This is an optimization exercise on Yosys and OpenROAD, whose aim is small area, not a production implementation. Function was checked by simulation only, so behaviour that the tests miss may differ from the original. The clock port is modelled as an ideal driver; clocking choices that lean on that would not hold on a real chip. No activity file was given, so power comes from the tool's default toggle rates.

Setup of exp/delta:
// branch_target_buffer
module branch_target_buffer
(
   input  logic        clk,
   input  logic        rst_n,
   input  logic [31:0] pc_i,
   output logic        hit_o,
   output logic        pred_taken_o,
   output logic [31:0] pred_target_o,
   input  logic        upd_valid_i,
   input  logic [31:0] upd_pc_i,
   input  logic [31:0] upd_imm_i,
   input  logic        upd_taken_i,
   input  logic        upd_jump_i,
   input  logic        flush_i
);
Size: roughly 2200 cells after synthesis, roughly 980 flip-flops.
Settings: LEC_CHECK=0, CAP_MARGIN=5, CORE_MARGIN=2, CORE_UTILIZATION=50, SLEW_MARGIN=5, SYNTH_HIERARCHICAL=1; clock period 7.0 ns.
standard.sh (not shown) runs the stock make flow with config.mk's settings and CLKGATE_MAP_FILE= SYNTH_SCRIPT=/design/flow/synth_recipe.tcl, a recipe that flattens the netlist after the stock synthesis.
==> flow/flow/run.sh <==
#!/bin/bash
# Own layout flow: the standard flow, with these changes after synthesis.
#  - ports are buffered with buf_2 instead of the flow's default buffer;
#  - placement, repair and routing may not use buffers larger than buf_6
#    (flow/dont_use.tcl, sourced before each of those steps);
#  - the clock tree uses clkbuf_8, sink clusters of up to 14 within 60 um and no dummy loads.
# Synthesis is the standard one, run unchanged. Each step's output goes to its
# own log file here.
set -euo pipefail
DU=$PWD/flow/dont_use.tcl
bash standard.sh synth > synth.log 2>&1
bash standard.sh \
   "BUFFER_PORTS_ARGS=-buffer_cell sky130_fd_sc_hd__buf_2" \
   "CTS_ARGS=-sink_clustering_enable -repair_clock_nets -dont_use_dummy_load -buf_list sky130_fd_sc_hd__clkbuf_8 -sink_clustering_size 14 -sink_clustering_max_diameter 60" \
   "PRE_GLOBAL_PLACE_TCL=$DU" "PRE_RESIZE_TCL=$DU" "PRE_DETAIL_PLACE_TCL=$DU" \
   "PRE_CTS_TCL=$DU" "PRE_GLOBAL_ROUTE_TCL=$DU" "PRE_REPAIR_TIMING_POST_PLACE_TCL=$DU" \
   finish > finish.log 2>&1
==> flow/flow/dont_use.tcl <==
set_dont_use {sky130_fd_sc_hd__buf_8 sky130_fd_sc_hd__buf_12 sky130_fd_sc_hd__buf_16 sky130_fd_sc_hd__bufbuf_8 sky130_fd_sc_hd__bufbuf_16 sky130_fd_sc_hd__clkdlybuf4s50_1 sky130_fd_sc_hd__clkdlybuf4s50_2}
Having completed the whole flow, exp/delta delivered a layout that passed the timing, DRC and antenna checks.
Setup changes, exp/delta to exp/lagoon
- a change of CAP_MARGIN from 5 to 20
- a change of SLEW_MARGIN from 5 to 20
- an added CTS_CLUSTER_DIAMETER of 100
- an added GPL_TIMING_DRIVEN of 0
- an added CTS_CLUSTER_SIZE of 20
- an added CTS_BUF_LIST of sky130_fd_sc_hd__clkbuf_16
==> flow/run.sh (new file) <==
#!/bin/bash
# synth_recipe.tcl (not shown) runs the flow's synth.tcl, then flattens the netlist and writes it again
# the make line also repeats each setting of config.mk as NAME=value (left out here)
make -C /OpenROAD-flow-scripts/flow DESIGN_CONFIG=/design/flow/config.mk WORK_HOME=/design/flow/orfs CLKGATE_MAP_FILE= SYNTH_SCRIPT=/design/flow/synth_recipe.tcl finish
removed: flow/flow/run.sh
removed: flow/flow/dont_use.tcl
removed: flow/standard.sh
Results
- Measured against each other, exp/lagoon and exp/delta differ in power share of the sequential group, the higher figure coming from exp/delta.
- In the reports for exp/lagoon and exp/delta, the larger clock input transition at the sequential cells of the worst setup and hold paths belongs to exp/delta.
- On exp/lagoon: length of routed met3 wiring is 680 µm lower than what exp/delta gave.
- Of exp/lagoon and exp/delta, it is exp/lagoon that has the lower non-clock buffer count in the final layout.
- Of exp/lagoon and exp/delta, it is exp/lagoon that has the higher global-route usage.
- There was hardly any difference in met1 track demand over resource between exp/delta and exp/lagoon.
- exp/lagoon ended up with pc_i[4] as its source of the critical timing path; exp/delta ended up with pc_i[5].
- Compared with exp/delta, exp/lagoon shows final critical-path setup slack lower by 0.080 ns.
Inputs modified between exp/lagoon and exp/yarrow:
- CTS_CLUSTER_DIAMETER: 100 -> unset
- CAP_MARGIN: 20 -> 0
- CTS_CLUSTER_SIZE: 20 -> unset
- CTS_BUF_LIST: sky130_fd_sc_hd__clkbuf_16 -> unset
- GPL_TIMING_DRIVEN: 0 -> unset
- SLEW_MARGIN: 20 -> 0
==> flow/flow/run.sh (new file) <==
#!/bin/bash
# Own layout flow: the standard flow, with these changes after synthesis.
#  - ports are buffered with buf_2 instead of the flow's default buffer;
#  - placement, repair and routing may not use buffers larger than buf_6
#    (flow/dont_use.tcl, sourced before each of those steps);
#  - the clock tree uses clkbuf_8, sink clusters of up to 14 within 60 um and no dummy loads.
# Synthesis is the standard one, run unchanged. Each step's output goes to its
# own log file here.
set -euo pipefail
DU=$PWD/flow/dont_use.tcl
bash standard.sh synth > synth.log 2>&1
bash standard.sh \
   "BUFFER_PORTS_ARGS=-buffer_cell sky130_fd_sc_hd__buf_2" \
   "CTS_ARGS=-sink_clustering_enable -repair_clock_nets -dont_use_dummy_load -buf_list sky130_fd_sc_hd__clkbuf_8 -sink_clustering_size 14 -sink_clustering_max_diameter 60" \
   "PRE_GLOBAL_PLACE_TCL=$DU" "PRE_RESIZE_TCL=$DU" "PRE_DETAIL_PLACE_TCL=$DU" \
   "PRE_CTS_TCL=$DU" "PRE_GLOBAL_ROUTE_TCL=$DU" "PRE_REPAIR_TIMING_POST_PLACE_TCL=$DU" \
   finish > finish.log 2>&1
==> flow/flow/dont_use.tcl (new file) <==
set_dont_use {sky130_fd_sc_hd__buf_8 sky130_fd_sc_hd__buf_12 sky130_fd_sc_hd__buf_16 sky130_fd_sc_hd__bufbuf_8 sky130_fd_sc_hd__bufbuf_16 sky130_fd_sc_hd__clkdlybuf4s50_1 sky130_fd_sc_hd__clkdlybuf4s50_2}
==> flow/standard.sh (new file) <==
#!/bin/bash
# synth_recipe.tcl (not shown) runs the flow's synth.tcl, then flattens the netlist and writes it again
# the make line also repeats each setting of config.mk as NAME=value (left out here)
make -C /OpenROAD-flow-scripts/flow DESIGN_CONFIG=/design/flow/config.mk WORK_HOME=/design/flow/orfs CLKGATE_MAP_FILE= SYNTH_SCRIPT=/design/flow/synth_recipe.tcl "${@:-finish}"
removed: flow/run.sh
--- outcome ---
- exp/yarrow finished every stage; the final checks, however, were not passed, the failures being capacitance limit, slew limit.
- exp/yarrow vs. exp/lagoon: non-clock buffer count in the final layout rose by 15; xor-xnor portion of the synthesized cell area stayed essentially flat; number of endpoints with negative hold slack in the final report stayed essentially flat.
- Against exp/lagoon as the reference, exp/yarrow delivers a higher proportion of cell area occupied by multi-input gates.
- Diff exp/lagoon -> exp/yarrow: sequential fraction of design power saw an increase; wire length saw a decrease.
- Between exp/lagoon and exp/yarrow, the arrival time of data at the critical path endpoint is lower for exp/yarrow.
- Taking exp/yarrow as 1.0, exp/lagoon lands at 1.05 on combined area of the multi-input logic cells.
- In exp/yarrow the post-place setup slack turned out 1.59 ns higher than in exp/lagoon.
- Delta (exp/yarrow minus exp/lagoon): layout overhead on the synthesized area fell 9.3 points; final total power fell 540 µW.
Relative to exp/yarrow, the following input files were edited for exp/violet:
- CAP_MARGIN changed from 0 to 20
- SLEW_MARGIN changed from 0 to 20
- CORE_UTILIZATION changed from 50 to 55
### Flow results
exp/violet: PASS, flow complete, no timing, DRC or antenna violations. Higher post-placement worst setup slack among exp/violet and exp/yarrow: exp/yarrow. Taking exp/yarrow as the reference, in exp/violet first-pass GRT wire length lower, hold slack higher.
Edits applied to the flow inputs when going from exp/violet to exp/tundra:
- CTS_BUF_LIST: unset -> sky130_fd_sc_hd__clkbuf_16
- CORE_UTILIZATION: 55 -> 50
- CTS_CLUSTER_SIZE: unset -> 20
- CTS_CLUSTER_DIAMETER: unset -> 100
==> flow/run.sh (new file) <==
#!/bin/bash
# synth_recipe.tcl (not shown) runs the flow's synth.tcl, then flattens the netlist and writes it again
# the make line also repeats each setting of config.mk as NAME=value (left out here)
make -C /OpenROAD-flow-scripts/flow DESIGN_CONFIG=/design/flow/config.mk WORK_HOME=/design/flow/orfs CLKGATE_MAP_FILE= SYNTH_SCRIPT=/design/flow/synth_recipe.tcl finish
removed: flow/flow/run.sh
removed: flow/flow/dont_use.tcl
removed: flow/standard.sh
[summary]
Worst setup slack after placement: exp/tundra < exp/violet. exp/tundra vs. exp/violet: final core utilization fell by 1.9 points; static power due to leakage rose by 10%; actual transition at the worst max-transition pin fell by 0.16 ns. Re sequential standard cell area: no difference whatsoever between exp/tundra and exp/violet. Between exp/tundra and exp/violet, it is exp/tundra whose average wire length per cell after detail routing is lower, by 1.1%. Proportion of layout cells with a drive suffix above 1 for exp/tundra is higher than for exp/violet.
Input-level comparison between exp/nickel and exp/tundra:
- CTS_CLUSTER_DIAMETER no longer set, was 100
- CTS_BUF_LIST no longer set, was sky130_fd_sc_hd__clkbuf_16
- CTS_CLUSTER_SIZE no longer set, was 20
==> flow/flow/run.sh (new file) <==
#!/bin/bash
# Own layout flow: the standard flow, with these changes after synthesis.
#  - ports are buffered with buf_2 instead of the flow's default buffer;
#  - placement, repair and routing may not use buffers larger than buf_6
#    (flow/dont_use.tcl, sourced before each of those steps);
#  - the clock tree uses clkbuf_8, sink clusters of up to 16 and no dummy loads.
# Synthesis is the standard one, run unchanged. Each step's output goes to its
# own log file here.
set -euo pipefail
DU=$PWD/flow/dont_use.tcl
bash standard.sh synth > synth.log 2>&1
bash standard.sh \
   "BUFFER_PORTS_ARGS=-buffer_cell sky130_fd_sc_hd__buf_2" \
   "CTS_ARGS=-sink_clustering_enable -repair_clock_nets -dont_use_dummy_load -buf_list sky130_fd_sc_hd__clkbuf_8 -sink_clustering_size 16 -sink_clustering_max_diameter 100" \
   "PRE_GLOBAL_PLACE_TCL=$DU" "PRE_RESIZE_TCL=$DU" "PRE_DETAIL_PLACE_TCL=$DU" \
   "PRE_CTS_TCL=$DU" "PRE_GLOBAL_ROUTE_TCL=$DU" "PRE_REPAIR_TIMING_POST_PLACE_TCL=$DU" \
   finish > finish.log 2>&1
==> flow/flow/dont_use.tcl (new file) <==
set_dont_use {sky130_fd_sc_hd__buf_8 sky130_fd_sc_hd__buf_12 sky130_fd_sc_hd__buf_16 sky130_fd_sc_hd__bufbuf_8 sky130_fd_sc_hd__bufbuf_16 sky130_fd_sc_hd__clkdlybuf4s50_1 sky130_fd_sc_hd__clkdlybuf4s50_2}
==> flow/standard.sh (new file) <==
#!/bin/bash
# synth_recipe.tcl (not shown) runs the flow's synth.tcl, then flattens the netlist and writes it again
# the make line also repeats each setting of config.mk as NAME=value (left out here)
make -C /OpenROAD-flow-scripts/flow DESIGN_CONFIG=/design/flow/config.mk WORK_HOME=/design/flow/orfs CLKGATE_MAP_FILE= SYNTH_SCRIPT=/design/flow/synth_recipe.tcl "${@:-finish}"
removed: flow/run.sh
Findings:
exp/nickel finished every step from synthesis to the final layout, and the layout passed the timing, DRC and antenna checks. Final estimated routing congestion in global placement delta (exp/nickel -> exp/tundra): insignificant. exp/tundra → exp/nickel: clock network fraction of total power fell by 3.7 points; hold slack rose by 0.0083 ns; number of gates on the worst path with buffers counted fell by 2. exp/nickel ended up with a lower leakage power than exp/tundra did.

==> afterwards: timing with drivers on the ports <==
No port has a modelled driver above. Below, the same layouts with a new extraction and two added sets of constraints. Step 1 sets driving cells, clkbuf_16 on the clock port and buf_2 on the other inputs (assumed; they add their load-dependent delay and slew). Step 2 also shifts input and output timing later by t, the mid clock arrival at the registers, as if the neighbouring blocks saw the same clock. a / b / c = no drivers / after step 1 / after step 2; a / b = the first two.
run	t, ns	setup WS [ns]	hold WS [ns]	worst register clock-pin slew, ns
exp/delta	0.760	0.172 / 0.146 / -0.322	0.492 / 0.492 / 0.492	0.10 / 0.10
exp/lagoon	0.702	0.092 / 0.064 / -0.458	0.490 / 0.490 / 0.490	0.09 / 0.09
exp/yarrow	0.740	0.146 / 0.119 / -0.401	0.488 / 0.488 / 0.488	0.10 / 0.10
exp/violet	0.754	0.160 / 0.132 / -0.438	0.493 / 0.493 / 0.493	0.09 / 0.09
exp/tundra	0.714	0.069 / 0.046 / -0.356	0.484 / 0.484 / 0.484	0.09 / 0.09
exp/nickel	0.763	0.177 / 0.151 / -0.340	0.492 / 0.492 / 0.492	0.12 / 0.12
The setup slack of exp/violet, which loses most, moves by -0.028 ns with the drivers and by -0.598 ns with both steps.
